What follows belongs to an exercise in optimizing a design on an open flow for small area, a short achievable clock period and few clock cycles per item; a production flow would make more cautious choices. Function was checked by simulation only, so behaviour that the tests miss may differ from the original. No driver is modelled on the clock port, so clocking that relies on it looks cheaper here than on a real chip. No activity file was given, so power comes from the tool's default toggle rates.

## run 1
## alpha_compositor
module alpha_compositor
(
	input logic clk,
	input logic reset,
	input logic src_valid,
	output logic src_ready,
	input blend_pkg::pixel_addr_t src_addr,
	input blend_pkg::channel_t src_r,
	input blend_pkg::channel_t src_g,
	input blend_pkg::channel_t src_b,
	input blend_pkg::channel_t src_a,
	input logic src_last,
	output logic wb_cyc,
	output logic wb_stb,
	output logic wb_we,
	output blend_pkg::pixel_addr_t wb_adr,
	output blend_pkg::rgb_t wb_dat_w,
	input blend_pkg::rgb_t wb_dat_r,
	input logic wb_ack,
	output logic frame_done
);
Settings: LEC_CHECK=0, CAP_MARGIN=20, CORE_MARGIN=2, CORE_UTILIZATION=65, CTS_BUF_LIST=sky130_fd_sc_hd__clkbuf_4 sky130_fd_sc_hd__clkbuf_8, PLACE_DENSITY=0.75, SETUP_SLACK_MARGIN=5, SLEW_MARGIN=20, TNS_END_PERCENT=0; clock period 8.0 ns.
standard.sh (not shown) runs the stock make flow with config.mk's settings and CLKGATE_MAP_FILE= SYNTH_SCRIPT=/design/flow/synth_recipe.tcl, a recipe that flattens the netlist after the stock synthesis.
==> flow/flow/run.sh <==
#!/bin/bash
# Standard layout, with the port buffers the standard flow's flow inserts made from
# the smallest plain buffer; repair still resizes any that timing needs.
set -euo pipefail
export BUFFER_PORTS_ARGS="-buffer_cell sky130_fd_sc_hd__buf_1"
bash standard.sh > standard_flow.log 2>&1
Run 1 reached the end of the flow, and the finished layout is clean on the timing, DRC and antenna checks.
Testbench counts of run 1, summed over its fixed seeds: cycles 34,519, pixels 5,905.
diff inputs: run 1 => run 2
# run 1
export LEC_CHECK = 0
export CAP_MARGIN = 20
export CORE_MARGIN = 2
export CORE_UTILIZATION = 65
export CTS_BUF_LIST = sky130_fd_sc_hd__clkbuf_4 sky130_fd_sc_hd__clkbuf_8
export PLACE_DENSITY = 0.75
export SETUP_SLACK_MARGIN = 5
export SLEW_MARGIN = 20
export TNS_END_PERCENT = 0
create_clock -name core_clock -period 8.0 [get_ports {clk}]
# run 2
export LEC_CHECK = 0
export CAP_MARGIN = 20
export CORE_MARGIN = 2
export CORE_UTILIZATION = 40
export CTS_BUF_LIST = sky130_fd_sc_hd__clkbuf_4 sky130_fd_sc_hd__clkbuf_8
export SETUP_SLACK_MARGIN = 5
export SLEW_MARGIN = 20
export TNS_END_PERCENT = 0
create_clock -name core_clock -period 8.0 [get_ports {clk}]
## What came out
- Density: run 2 sparser than run 1
- Higher multi-input gate area in the final layout goes to run 2 over run 1.
- Non-clock buffer count (run 1 / run 2): 0.938
- Part of the cycle the worst path needs in run 2 vs run 1: down 0.44 points
- Cell depth of the worst setup path (lower): run 2
- Run 2 vs run 1: total routing resource utilization after global routing down in run 2
- The flow did not stop early for run 2: all stages ran, and the layout cleared the timing, DRC and antenna checks.
- Die: run 2 bigger than run 1
- There was hardly any difference in hold slack between run 2 and run 1.
- Est. power | run 2 vs run 1 | run 2 lower
Input changes introduced in run 3 (baseline for comparison: run 2):
# run 2
export LEC_CHECK = 0
export CAP_MARGIN = 20
export CORE_MARGIN = 2
export CORE_UTILIZATION = 40
export CTS_BUF_LIST = sky130_fd_sc_hd__clkbuf_4 sky130_fd_sc_hd__clkbuf_8
export SETUP_SLACK_MARGIN = 5
export SLEW_MARGIN = 20
export TNS_END_PERCENT = 0
create_clock -name core_clock -period 8.0 [get_ports {clk}]
# run 3
export LEC_CHECK = 0
export CAP_MARGIN = 20
export CORE_MARGIN = 2
export CORE_UTILIZATION = 40
export SETUP_SLACK_MARGIN = 5
export SLEW_MARGIN = 20
export TNS_END_PERCENT = 0
create_clock -name core_clock -period 8.0 [get_ports {clk}]
--- outcome ---
Run 3 | stages: all done | timing, DRC, antenna: all pass
Looking at run 2 and run 3, the routed wire length on met2 is a wash.
Compared with run 2, run 3 is hungrier on power.
Compared run 3 vs run 2, and logic gate share of total power is down in run 3.
As far as count of sequential standard cells goes, run 3 and run 2 are indistinguishable; the numbers are identical.
Changes observed in run 3 relative to run 2: global-route usage roughly the same, period utilization higher, final setup slack of the worst path lower, shortest clock period the worst path allows after layout higher, antenna diode instance count roughly the same.
For run 4, these inputs were changed with respect to run 3:
# run 3
export LEC_CHECK = 0
export CAP_MARGIN = 20
export CORE_MARGIN = 2
export CORE_UTILIZATION = 40
export SETUP_SLACK_MARGIN = 5
export SLEW_MARGIN = 20
export TNS_END_PERCENT = 0
create_clock -name core_clock -period 8.0 [get_ports {clk}]
# run 4
export LEC_CHECK = 0
export CAP_MARGIN = 20
export CORE_MARGIN = 2
export CORE_UTILIZATION = 40
export SETUP_SLACK_MARGIN = 5
export SLEW_MARGIN = 20
create_clock -name core_clock -period 8.0 [get_ports {clk}]
==> flow/run.sh (new file) <==
#!/bin/bash
# synth_recipe.tcl (not shown) runs the flow's synth.tcl, then flattens the netlist and writes it again
# the make line also repeats each setting of config.mk as NAME=value (left out here)
make -C /OpenROAD-flow-scripts/flow DESIGN_CONFIG=/design/flow/config.mk WORK_HOME=/design/flow/orfs CLKGATE_MAP_FILE= SYNTH_SCRIPT=/design/flow/synth_recipe.tcl finish
removed: flow/flow/run.sh
removed: flow/standard.sh
==> comparison <==
Pin count of the biggest net entering global routing is lower on run 4
Summary: post-layout worst setup margin, run 4 better than run 3
Against run 3 as the reference, run 4 delivers a higher highest achievable clock rate.
Going from run 3 to run 4, non-clock buffer count went up by 10%, per-cell routed wire length went up by about 6%, clock network fraction of design power went down by 1.5 points.
Power group with the highest consumption: registers -> run 3, combinational logic -> run 4
#### Input delta (run 5 over run 4)
# run 4
export LEC_CHECK = 0
export CAP_MARGIN = 20
export CORE_MARGIN = 2
export CORE_UTILIZATION = 40
export SETUP_SLACK_MARGIN = 5
export SLEW_MARGIN = 20
create_clock -name core_clock -period 8.0 [get_ports {clk}]
# run 5
export LEC_CHECK = 0
export ABC_AREA = 1
export CAP_MARGIN = 20
export CORE_MARGIN = 2
export CORE_UTILIZATION = 40
export CTS_BUF_LIST = sky130_fd_sc_hd__clkbuf_4 sky130_fd_sc_hd__clkbuf_8
export SETUP_SLACK_MARGIN = 5
export SLEW_MARGIN = 20
export TNS_END_PERCENT = 0
create_clock -name core_clock -period 8.0 [get_ports {clk}]
==> flow/flow/run.sh (new file) <==
#!/bin/bash
# Standard layout, with the port buffers the standard flow's flow inserts made from
# the smallest plain buffer; repair still resizes any that timing needs.
set -euo pipefail
export BUFFER_PORTS_ARGS="-buffer_cell sky130_fd_sc_hd__buf_1"
bash standard.sh > standard_flow.log 2>&1
==> flow/standard.sh (new file) <==
#!/bin/bash
# synth_recipe.tcl (not shown) runs the flow's synth.tcl, then flattens the netlist and writes it again
# the make line also repeats each setting of config.mk as NAME=value (left out here)
make -C /OpenROAD-flow-scripts/flow DESIGN_CONFIG=/design/flow/config.mk WORK_HOME=/design/flow/orfs CLKGATE_MAP_FILE= SYNTH_SCRIPT=/design/flow/synth_recipe.tcl "${@:-finish}"
removed: flow/run.sh
### Flow results
Status | run 5 and run 4 | clean
From run 4 to run 5, proportion of register bits with asynchronous set or reset after synthesis did not move at all.
Run 5 against run 4: share of power burned in combinational logic went up 12 points, post-route cell area fell by 790 µm², number of vias after detailed routing saw an increase, routed wire length grew by 2.3 mm.
For half-perimeter wire length after placement, dividing the value from run 5 by the value from run 4 gives 1.15.
Taking run 4 as the reference, in run 5 total power rose by 14%, post-synthesis cell area rose by 520 µm².


## lane 1
Another version of the RTL of alpha_compositor (not shown whole).
For scale: roughly 570 cells after synthesis, roughly 150 flip-flops, roughly 110 I/O pins.
## alpha_compositor
module alpha_compositor
(
	input logic clk,
	input logic reset,
	input logic src_valid,
	output logic src_ready,
	input blend_pkg::pixel_addr_t src_addr,
	input blend_pkg::channel_t src_r,
	input blend_pkg::channel_t src_g,
	input blend_pkg::channel_t src_b,
	input blend_pkg::channel_t src_a,
	input logic src_last,
	output logic wb_cyc,
	output logic wb_stb,
	output logic wb_we,
	output blend_pkg::pixel_addr_t wb_adr,
	output blend_pkg::rgb_t wb_dat_w,
	input blend_pkg::rgb_t wb_dat_r,
	input logic wb_ack,
	output logic frame_done
);
	logic busy;
	logic wlast;        
	logic bv;
	logic [23:0] b_s;
	logic [7:0] b_a;
	logic [23:0] b_d;
	logic [11:0] b_addr;
	logic b_last;
	logic [2:0] k1;     
	logic s1v;
	logic [15:0] s1n0;
	logic [15:0] s1n1;
	logic rdy;          
	logic hz;           
	logic rd_ack;
	logic wr_ack;
	logic free;
	logic wb_free;
	logic pv;
	logic b_done;
	logic issue_r;
	logic issue_w;
	logic load_b;
	logic s1_take;
	logic s1_load;
	logic [7:0] ch_s;
	logic [7:0] ch_d;
	logic [15:0] ch_n0;
	logic [15:0] ch_n1;
	logic [7:0] ch_q;
	assign wb_cyc = busy;
	assign wb_stb = busy;
	assign src_ready = rdy;
	assign rd_ack = busy && !wb_we && wb_ack;
	assign wr_ack = busy && wb_we && wb_ack;
	assign free = !busy || wr_ack;
	assign wb_free = !(busy && wb_we) || wb_ack;
	assign pv = src_valid && !rdy;
	assign b_done = bv && (k1 == 3'd0);
	assign issue_r = free && pv;
	assign issue_w = (rd_ack && bv) || (free && !pv && b_done);
	assign load_b = rd_ack && !hz;
	assign s1_take = s1v && wb_free;
	assign s1_load = (k1 != 3'd0) && (!s1v || s1_take);
	assign ch_s = b_s[23:16];
	assign ch_d = b_d[23:16];
	alpha_blend_sum sum_u (.s(ch_s), .d(ch_d), .a(b_a), .n0(ch_n0), .n1(ch_n1));
  ...
Settings: LEC_CHECK=0, CAP_MARGIN=20, CORE_MARGIN=2, CORE_UTILIZATION=40, CTS_BUF_LIST=sky130_fd_sc_hd__clkbuf_4 sky130_fd_sc_hd__clkbuf_8, SETUP_SLACK_MARGIN=4.75, SLEW_MARGIN=20, TNS_END_PERCENT=0; clock period 8.0 ns.
==> flow/flow/run.sh <==
#!/bin/bash
# Standard layout, with the port buffers the standard flow's flow inserts made from
# the smallest plain buffer; repair still resizes any that timing needs.
set -euo pipefail
export BUFFER_PORTS_ARGS="-buffer_cell sky130_fd_sc_hd__buf_1"
bash standard.sh > standard_flow.log 2>&1
Lane 1 finished every stage and its layout cleared the timing, DRC and antenna checks.
Testbench counts of lane 1, summed over its fixed seeds: cycles 34,519, pixels 5,905.
Inputs modified between lane 1 and lane 2:
Settings: swapping 20 for 0 in SLEW_MARGIN; swapping 4.75 for 5 in SETUP_SLACK_MARGIN; swapping 20 for 0 in CAP_MARGIN.
### Flow results
- [compare] base=lane 1 new=lane 2: post-CTS clock slew at the launch and capture registers of the worst setup and hold paths neither gained nor lost much, power share of the combinational group saw an increase.
- Comparing detailed-routed wire length on met2 for lane 1 and lane 2, the smaller number came from lane 1.
- Looking at wire length across lane 1 and lane 2, the one that comes out higher is lane 2.
- Against lane 1 as the reference, lane 2 delivers a lower register fraction of the total cell area.
- Peak fanout along the critical path, lane 1 and lane 2: higher on lane 2
- Share of the synthesized netlist area taken by xor and xnor gates came out exactly the same in lane 1 and lane 2.
- Cell area | lane 2 vs lane 1 | lane 2 larger
- In lane 2 the share of the clock period used by the worst path turned out 2.2 points lower than in lane 1.
- Cmp lane 2 vs lane 1: relative contribution of sequential cells to total power lower in lane 2
Here is what was changed in the inputs of lane 3 compared with lane 2.
Settings: a change of CORE_UTILIZATION from 40 to 60; a change of CAP_MARGIN from 0 to 20; a change of SLEW_MARGIN from 0 to 20; an added PLACE_DENSITY of 0.8.
==> flow/flow/run.sh <==
#!/bin/bash
# Standard layout, with two changes to how it is made:
#  - the port buffers the standard flow's flow inserts are made from the smallest plain
#    buffer; repair still resizes any that timing needs;
#  - after CTS, one more setup repair pass on the worst path
#    (flow/post_cts.tcl).
set -euo pipefail
export BUFFER_PORTS_ARGS="-buffer_cell sky130_fd_sc_hd__buf_1"
export POST_CTS_TCL="$PWD/flow/post_cts.tcl"
bash standard.sh > standard_flow.log 2>&1
==> flow/flow/post_cts.tcl (new file) <==
puts "post_cts: worst setup slack before [worst_slack -max]"
repair_timing -setup -setup_margin 5.6 -repair_tns 0 -verbose
detailed_placement
check_placement -verbose
puts "post_cts: worst setup slack after [worst_slack -max]"
==> comparison <==
- Lane 3 finished every step from synthesis to the final layout, and the layout passed the timing, DRC and antenna checks.
- Compared with lane 2, lane 3 shows a lower finished layout cell area.
- Lane 3 has number of global-route vias before repair above what lane 2 had.
- Fraction of the mapped netlist area in simple logic gates: lane 2 vs lane 3 identical
- Lane 3: buffer and inverter count on the worst path is 1 higher than what lane 2 reported.
- Utilization up 23 points in lane 3 wrt lane 2
- | count of cell instances traversed by the critical path | lane 3 vs lane 2 | 5 higher |
- Clock-buffer cell count: lane 2 and lane 3 compared, lower one is lane 3
- Lane 3 against lane 2: sequential share of cell area up 0.34 points, final worst slack up 39 ps, final non-filler cell total down about 9%, smallest hold slack down 15 ps.
Relative to lane 3, the following input files were edited for lane 4:
Settings: clearing PLACE_DENSITY, which used to be 0.8; swapping 60 for 40 in CORE_UTILIZATION.
==> flow/flow/post_cts.tcl <==
puts "post_cts: worst setup slack before [worst_slack -max]"
repair_timing -setup -setup_margin 6.5 -repair_tns 0 -verbose
detailed_placement
check_placement -verbose
puts "post_cts: worst setup slack after [worst_slack -max]"
Results
Lane 4 | stages: all done | timing, DRC, antenna: all pass
Density: lane 4 sparser than lane 3
Lane 4 vs. lane 3: die area now larger; initial antenna violation count comparable; sequential cell count of the final layout comparable; count of nets after finishing now larger; combinational gate power now smaller.

[separate check: timing with driven ports]
No port has a modelled driver above. Below, the same layouts with a new extraction and two added sets of constraints.
Step 1: set_driving_cell puts a clkbuf_16 on clk and a buf_2 on each other input, an assumption about the parent block.
Step 2 adds t to the input delays and takes it off the output delays; t is the mean of the earliest and latest rising clock arrival at the registers after step 1. Input paths then give back, and output paths get back, about the clock's delay inside the block.
Slacks: ideal / step 1 / step 2; pairs: ideal / step 1.
run | shift t [ns] | slack for setup (ns) | latest minus earliest clock arrival (ns)
run 1 | 0.474 | 4.803 / 4.803 / 4.422 | 0.016 / 0.016
run 2 | 0.488 | 4.837 / 4.837 / 4.447 | 0.020 / 0.020
run 3 | 0.459 | 4.765 / 4.765 / 4.458 | 0.018 / 0.018
run 4 | 0.463 | 4.817 / 4.817 / 4.667 | 0.011 / 0.011
run 5 | 0.476 | 4.937 / 4.937 / 4.662 | 0.015 / 0.015
lane 1 | 0.477 | 4.709 / 4.709 / 4.433 | 0.016 / 0.017
lane 2 | 0.485 | 4.883 / 4.883 / 4.557 | 0.017 / 0.017
lane 3 | 0.491 | 4.921 / 4.921 / 4.516 | 0.013 / 0.013
lane 4 | 0.485 | 4.933 / 4.933 / 4.598 | 0.016 / 0.016
After both steps setup and hold are still met in every run listed. For lane 3, which loses most, drivers alone change the setup slack by 0.000 ns; drivers and shift together by -0.405 ns.
